What follows belongs to an exercise in optimizing a design on an open flow for small area, a short achievable clock period and few clock cycles per item; a production flow would make more cautious choices.
Function was checked by simulation only, so behaviour that the tests miss may differ from the original.
Power is estimated from default activity; no workload was simulated.

==> flow/design.v <==
`timescale 1ns / 1ps
package cq_pkg;
  localparam int DEPTH  = 64;
  localparam int IDX_W  = $clog2(DEPTH);
  localparam int CAP_W  = 7;
  localparam int DATA_W = 32;
  localparam logic [CAP_W-1:0] CAP_RESET = 7'd64;
  localparam logic [1:0] CMD_ENQ  = 2'd0;
  localparam logic [1:0] CMD_DEQ  = 2'd1;
  localparam logic [1:0] CMD_DISP = 2'd2;
  localparam logic [1:0] CMD_NONE = 2'd3;
  localparam logic [1:0] ST_OK        = 2'd0;
  localparam logic [1:0] ST_OVERFLOW  = 2'd1;
  localparam logic [1:0] ST_UNDERFLOW = 2'd2;
  localparam logic [1:0] ST_EMPTY     = 2'd3;
endpackage
`timescale 1ns / 1ps
module cq_front (
  input  logic       in_push,
  input  logic       in_full,
  input  logic [1:0] in_command,
  output logic       op_enq,
  output logic       op_deq,
  output logic       op_disp
);
  logic acc;
  assign acc     = in_push && !in_full;
  assign op_enq  = acc && (in_command == cq_pkg::CMD_ENQ);
  assign op_deq  = acc && (in_command == cq_pkg::CMD_DEQ);
  assign op_disp = acc && (in_command == cq_pkg::CMD_DISP);
endmodule
`timescale 1ns / 1ps
module cq_back (
  input  logic                      clk,
  input  logic                      rst_n,
  input  logic                      cfg_we,
  input  logic [cq_pkg::CAP_W-1:0]  cfg_data,
  output logic                      in_full,
  input  logic                      op_enq,
  input  logic                      op_deq,
  input  logic                      op_disp,
  input  logic [cq_pkg::DATA_W-1:0] op_value,
  input  logic                      res_full,
  input  logic                      res_full_nxt,
  output logic                      res_push,
  output logic [1:0]                res_status,
  output logic [cq_pkg::DATA_W-1:0] res_data,
  output logic                      res_last
);
  localparam int D  = cq_pkg::DEPTH;
  localparam int CW = cq_pkg::CAP_W;
  localparam int DW = cq_pkg::DATA_W;
  logic [DW-1:0] mem [D];
  logic [DW-1:0] w_r;             
  logic          wv_r;            
  logic [CW-1:0] cap_r, eff_cap;
  logic [CW-1:0] cnt_r, cnt_nxt;
  logic [D:0]    sel_r, sel_nxt, sel_hold, sel_adv;
  logic [D:0]    top;             
  logic          empty_r, full_r;
  logic          dump_r, dump_nxt;
  logic          full_in_r;
  logic          enq_fire, deq_fire, dump_step, rd_en, last_word;
  logic          full_up, full_dn, empty_dn;
  logic [DW-1:0] rd_data;
  always_comb begin
    if (cap_r == '0) begin
      eff_cap = CW'(1);
    end else if (cap_r > CW'(D)) begin
      eff_cap = CW'(D);
    end else begin
      eff_cap = cap_r;
    end
  end
  assign in_full   = full_in_r;
  assign enq_fire  = op_enq && !full_r;
  assign deq_fire  = op_deq && !empty_r;
  assign dump_step = (op_disp && !empty_r) || (dump_r && !res_full);
  assign last_word = wv_r ? sel_r[0] : sel_r[1];
  assign rd_en     = dump_r || ((op_deq || op_disp) && !empty_r);
  assign res_push = op_enq || op_deq || op_disp || (dump_r && !res_full);
  always_comb begin
    res_status = cq_pkg::ST_OK;
    if (op_enq && full_r)        res_status = cq_pkg::ST_OVERFLOW;
    else if (op_deq && empty_r)  res_status = cq_pkg::ST_UNDERFLOW;
    else if (op_disp && empty_r) res_status = cq_pkg::ST_EMPTY;
  end
  assign res_last = !(dump_r || (op_disp && !empty_r)) || last_word;
  always_comb begin
    rd_data = {DW{sel_r[0]}} & w_r;
    for (int i = 0; i < D; i++) begin
      rd_data = rd_data | ({DW{sel_r[i+1]}} & mem[i]);
    end
  end
  assign res_data = rd_en ? rd_data : '0;
  always_comb begin
    top[0] = 1'b0;
    for (int i = 1; i <= D; i++) begin
      top[i] = (cnt_r == CW'(i));
    end
  end
  assign sel_hold = wv_r ? {sel_r[D-1:0], 1'b0} : sel_r;
  assign sel_adv  = wv_r ? {sel_r[D:1], 1'b0} : {1'b0, sel_r[D:1]};
  always_comb begin
    sel_nxt = sel_hold;
    if (enq_fire) begin
      sel_nxt = empty_r ? (D+1)'(1) : sel_hold;
    end else if (deq_fire) begin
      sel_nxt = sel_adv;
    end else if (dump_step) begin
      sel_nxt = last_word ? top : sel_adv;
    end
  end
  always_comb begin
    cnt_nxt = cnt_r;
    if (enq_fire) cnt_nxt = cnt_r + CW'(1);
    else if (deq_fire) cnt_nxt = cnt_r - CW'(1);
  end
  assign full_up  = ({1'b0, cnt_r} + 8'd1 >= {1'b0, eff_cap});
  assign full_dn  = ({1'b0, cnt_r} >= {1'b0, eff_cap} + 8'd1);
  assign empty_dn = (cnt_r == CW'(1));
  assign dump_nxt = dump_step ? !last_word : dump_r;
  always_ff @(posedge clk) begin
    if (!rst_n) begin
      cap_r     <= cq_pkg::CAP_RESET;
      cnt_r     <= '0;
      sel_r     <= '0;
      wv_r      <= 1'b0;
      empty_r   <= 1'b1;
      full_r    <= 1'b0;
      dump_r    <= 1'b0;
      full_in_r <= 1'b0;
    end else begin
      if (cfg_we) begin
        cap_r <= cfg_data;
      end
      cnt_r <= cnt_nxt;
      if (enq_fire) begin
        empty_r <= 1'b0;
        full_r  <= full_up;
      end else if (deq_fire) begin
        empty_r <= empty_dn;
        full_r  <= full_dn;
      end
      sel_r     <= sel_nxt;
      wv_r      <= enq_fire;
      dump_r    <= dump_nxt;
      full_in_r <= dump_nxt || res_full_nxt;
    end
  end
  always_ff @(posedge clk) begin
    w_r <= op_value;
    if (wv_r) begin
      mem[0] <= w_r;
      for (int i = 1; i < D; i++) begin
        mem[i] <= mem[i-1];
      end
    end
  end
endmodule
`timescale 1ns / 1ps
module cq_resq (
  input  logic                      clk,
  input  logic                      rst_n,
  input  logic                      res_push,
  input  logic [1:0]                res_status,
  input  logic [cq_pkg::DATA_W-1:0] res_data,
  input  logic                      res_last,
  output logic                      res_full,
  output logic                      res_full_nxt,
  output logic                      out_empty,
  input  logic                      out_pop,
  output logic [1:0]                out_status,
  output logic [cq_pkg::DATA_W-1:0] out_data,
  output logic                      out_last
);
  logic                      e0_r, v1_r;
  logic [1:0]                st0_r, st1_r;
  logic [cq_pkg::DATA_W-1:0] d0_r, d1_r;
  logic                      l0_r, l1_r;
  logic                      ld0;
  assign res_full   = v1_r;
  assign out_empty  = e0_r;
  assign out_status = st0_r;
  assign out_data   = d0_r;
  assign out_last   = l0_r;
  assign ld0          = e0_r || out_pop;
  assign res_full_nxt = !e0_r && !out_pop && (v1_r || res_push);
  always_ff @(posedge clk) begin
    if (!rst_n) begin
      e0_r <= 1'b1;
      v1_r <= 1'b0;
    end else begin
      e0_r <= !(v1_r || res_push || (!e0_r && !out_pop));
      v1_r <= res_full_nxt;
    end
  end
  always_ff @(posedge clk) begin
    if (ld0) begin
      st0_r <= v1_r ? st1_r : res_status;
      d0_r  <= v1_r ? d1_r  : res_data;
      l0_r  <= v1_r ? l1_r  : res_last;
    end
    if (!v1_r) begin
      st1_r <= res_status;
      d1_r  <= res_data;
      l1_r  <= res_last;
    end
  end
endmodule
`timescale 1ns / 1ps
module circular_queue_with_dump (
  input  logic                            clk,
  input  logic                            rst_n,
  input  logic                            cfg_we,
  input  logic [cq_pkg::CAP_W-1:0]        cfg_data,
  input  logic                            in_push,
  output logic                            in_full,
  input  logic [1:0]                      in_command,
  input  logic signed [cq_pkg::DATA_W-1:0] in_value,
  output logic                            out_empty,
  input  logic                            out_pop,
  output logic [1:0]                      out_status,
  output logic signed [cq_pkg::DATA_W-1:0] out_data,
  output logic                            out_last
);
  logic                      op_enq, op_deq, op_disp;
  logic                      res_full, res_full_nxt, res_push, res_last;
  logic [1:0]                res_status;
  logic [cq_pkg::DATA_W-1:0] res_data;
  cq_front u_front (
    .in_push    (in_push),
    .in_full    (in_full),
    .in_command (in_command),
    .op_enq     (op_enq),
    .op_deq     (op_deq),
    .op_disp    (op_disp)
  );
  cq_back u_back (
    .clk          (clk),
    .rst_n        (rst_n),
    .cfg_we       (cfg_we),
    .cfg_data     (cfg_data),
    .in_full      (in_full),
    .op_enq       (op_enq),
    .op_deq       (op_deq),
    .op_disp      (op_disp),
    .op_value     (in_value),
    .res_full     (res_full),
    .res_full_nxt (res_full_nxt),
    .res_push     (res_push),
    .res_status   (res_status),
    .res_data     (res_data),
    .res_last     (res_last)
  );
  cq_resq u_resq (
    .clk          (clk),
    .rst_n        (rst_n),
    .res_push     (res_push),
    .res_status   (res_status),
    .res_data     (res_data),
    .res_last     (res_last),
    .res_full     (res_full),
    .res_full_nxt (res_full_nxt),
    .out_empty    (out_empty),
    .out_pop      (out_pop),
    .out_status   (out_status),
    .out_data     (out_data),
    .out_last     (out_last)
  );
endmodule
Settings: LEC_CHECK=0, CAP_MARGIN=20, CORE_MARGIN=2, CORE_UTILIZATION=60, CTS_BUF_LIST=sky130_fd_sc_hd__clkbuf_16, CTS_CLUSTER_DIAMETER=90, CTS_CLUSTER_SIZE=28, PLACE_DENSITY=0.75, SETUP_SLACK_MARGIN=3.4, SLEW_MARGIN=20; clock period 6.0 ns.
standard.sh (not shown) runs the stock make flow with config.mk's settings and CLKGATE_MAP_FILE= SYNTH_SCRIPT=/design/flow/synth_recipe.tcl, a recipe that flattens the netlist after the stock synthesis.
==> flow/flow/run.sh <==
#!/bin/bash
# The standard layout, with the port buffers inserted as buf_2 cells
# instead of the smallest buffer the placer would pick (a slow delay cell).
set -e
export BUFFER_PORTS_ARGS="-buffer_cell sky130_fd_sc_hd__buf_2"
bash standard.sh > standard.log 2>&1
The starting point ran to the end with no violations.
Testbench counts at the start, summed over its fixed seeds: cycles 15,130, items 12,000.
==> next run, changes <==
--- a/flow/config.mk
+++ b/flow/config.mk
@@ -12,2 +12,2 @@
-export CTS_CLUSTER_DIAMETER = 90
-export CTS_CLUSTER_SIZE = 28
+export CTS_CLUSTER_DIAMETER = 80
+export CTS_CLUSTER_SIZE = 24
- The changed run passed the timing, DRC and antenna checks
- utilization came out higher by 0.25 points
- power rises by 2.1%
- worst hold slack got worse by 0.0073 ns
- die area stays the same
- clock power grows by 7.1%
- fmax went down by about 1.6%
- worst setup slack is worse by 0.045 ns
- routed wire length hardly moves
- first-iteration DRC count is higher by 6.5%
==> next run, changes <==
==> flow/run.sh (new file) <==
#!/bin/bash
# synth_recipe.tcl (not shown) runs the flow's synth.tcl, then flattens the netlist and writes it again
# the make line also repeats each setting of config.mk as NAME=value (left out here)
make -C /OpenROAD-flow-scripts/flow DESIGN_CONFIG=/design/flow/config.mk WORK_HOME=/design/flow/orfs CLKGATE_MAP_FILE= SYNTH_SCRIPT=/design/flow/synth_recipe.tcl finish
--- a/flow/config.mk
+++ b/flow/config.mk
@@ -10 +10 @@
-export CORE_UTILIZATION = 60
+export CORE_UTILIZATION = 40
@@ -14 +13,0 @@
-export PLACE_DENSITY = 0.75
removed: flow/flow/run.sh
removed: flow/standard.sh
What happened:
- The new run ran to the end with no violations
- synthesized area stays the same
- routed wire length rose by a little under a tenth
- die area rose by well over a third
- synthesized cell count stays the same
- worst setup slack gets worse by 0.060 ns
- total power rose by a few percent
- global-route usage came out lower by 10 points
- final area went up by a few percent
- core utilization is lower by 21 points
==> next run, changes <==
==> flow/flow/run.sh (new file) <==
#!/bin/bash
# The standard layout, with the port buffers inserted as buf_2 cells
# instead of the smallest buffer the placer would pick (a slow delay cell).
set -e
export BUFFER_PORTS_ARGS="-buffer_cell sky130_fd_sc_hd__buf_2"
bash standard.sh > standard.log 2>&1
==> flow/standard.sh (new file) <==
#!/bin/bash
# synth_recipe.tcl (not shown) runs the flow's synth.tcl, then flattens the netlist and writes it again
# the make line also repeats each setting of config.mk as NAME=value (left out here)
make -C /OpenROAD-flow-scripts/flow DESIGN_CONFIG=/design/flow/config.mk WORK_HOME=/design/flow/orfs CLKGATE_MAP_FILE= SYNTH_SCRIPT=/design/flow/synth_recipe.tcl "${@:-finish}"
--- a/flow/config.mk
+++ b/flow/config.mk
@@ -10 +10 @@
-export CORE_UTILIZATION = 40
+export CORE_UTILIZATION = 55
@@ -13,0 +14 @@
+export PLACE_DENSITY = 0.7
removed: flow/run.sh
What happened: The new run passed the timing, DRC and antenna checks. Core utilization goes up by 16 points. Power goes down by 2.7%. Sequential share of layout area goes up by 1.6 points. Area after synthesis does not change. Die area goes down by 27%. Setup slack improves by 0.061 ns. Critical path depth does not change. Maximum frequency goes up by 2.2%.

## static timing again, ports no longer ideal
No port has a modelled driver above. Below, the same layouts with a new extraction and two added sets of constraints.
Step 1 assumes that a clkbuf_16 drives the clock port and a buf_2 every other input.
Step 2, shift: input delay + t, output delay - t, t = (earliest + latest rising clock arrival at the registers) / 2. This alone moves slack from input paths to output paths.
Slacks: ideal ports / drivers / drivers and shift; pairs: ideal ports / drivers.
| run | t (ns) | slack for setup (ns) | clock arrival spread, ns |
|---|---|---|---|
| the first run | 0.807 | 3.339 / 3.257 / 2.694 | 0.037 / 0.037 |
| the second run | 0.837 | 3.294 / 3.216 / 2.653 | 0.036 / 0.037 |
| the third run | 0.862 | 3.234 / 3.147 / 2.717 | 0.051 / 0.052 |
| the fourth run | 0.827 | 3.295 / 3.213 / 2.582 | 0.029 / 0.029 |
After both steps every run listed still meets setup and hold. For the fourth run, which loses most, drivers alone change the setup slack by -0.082 ns; drivers and shift together by -0.713 ns.
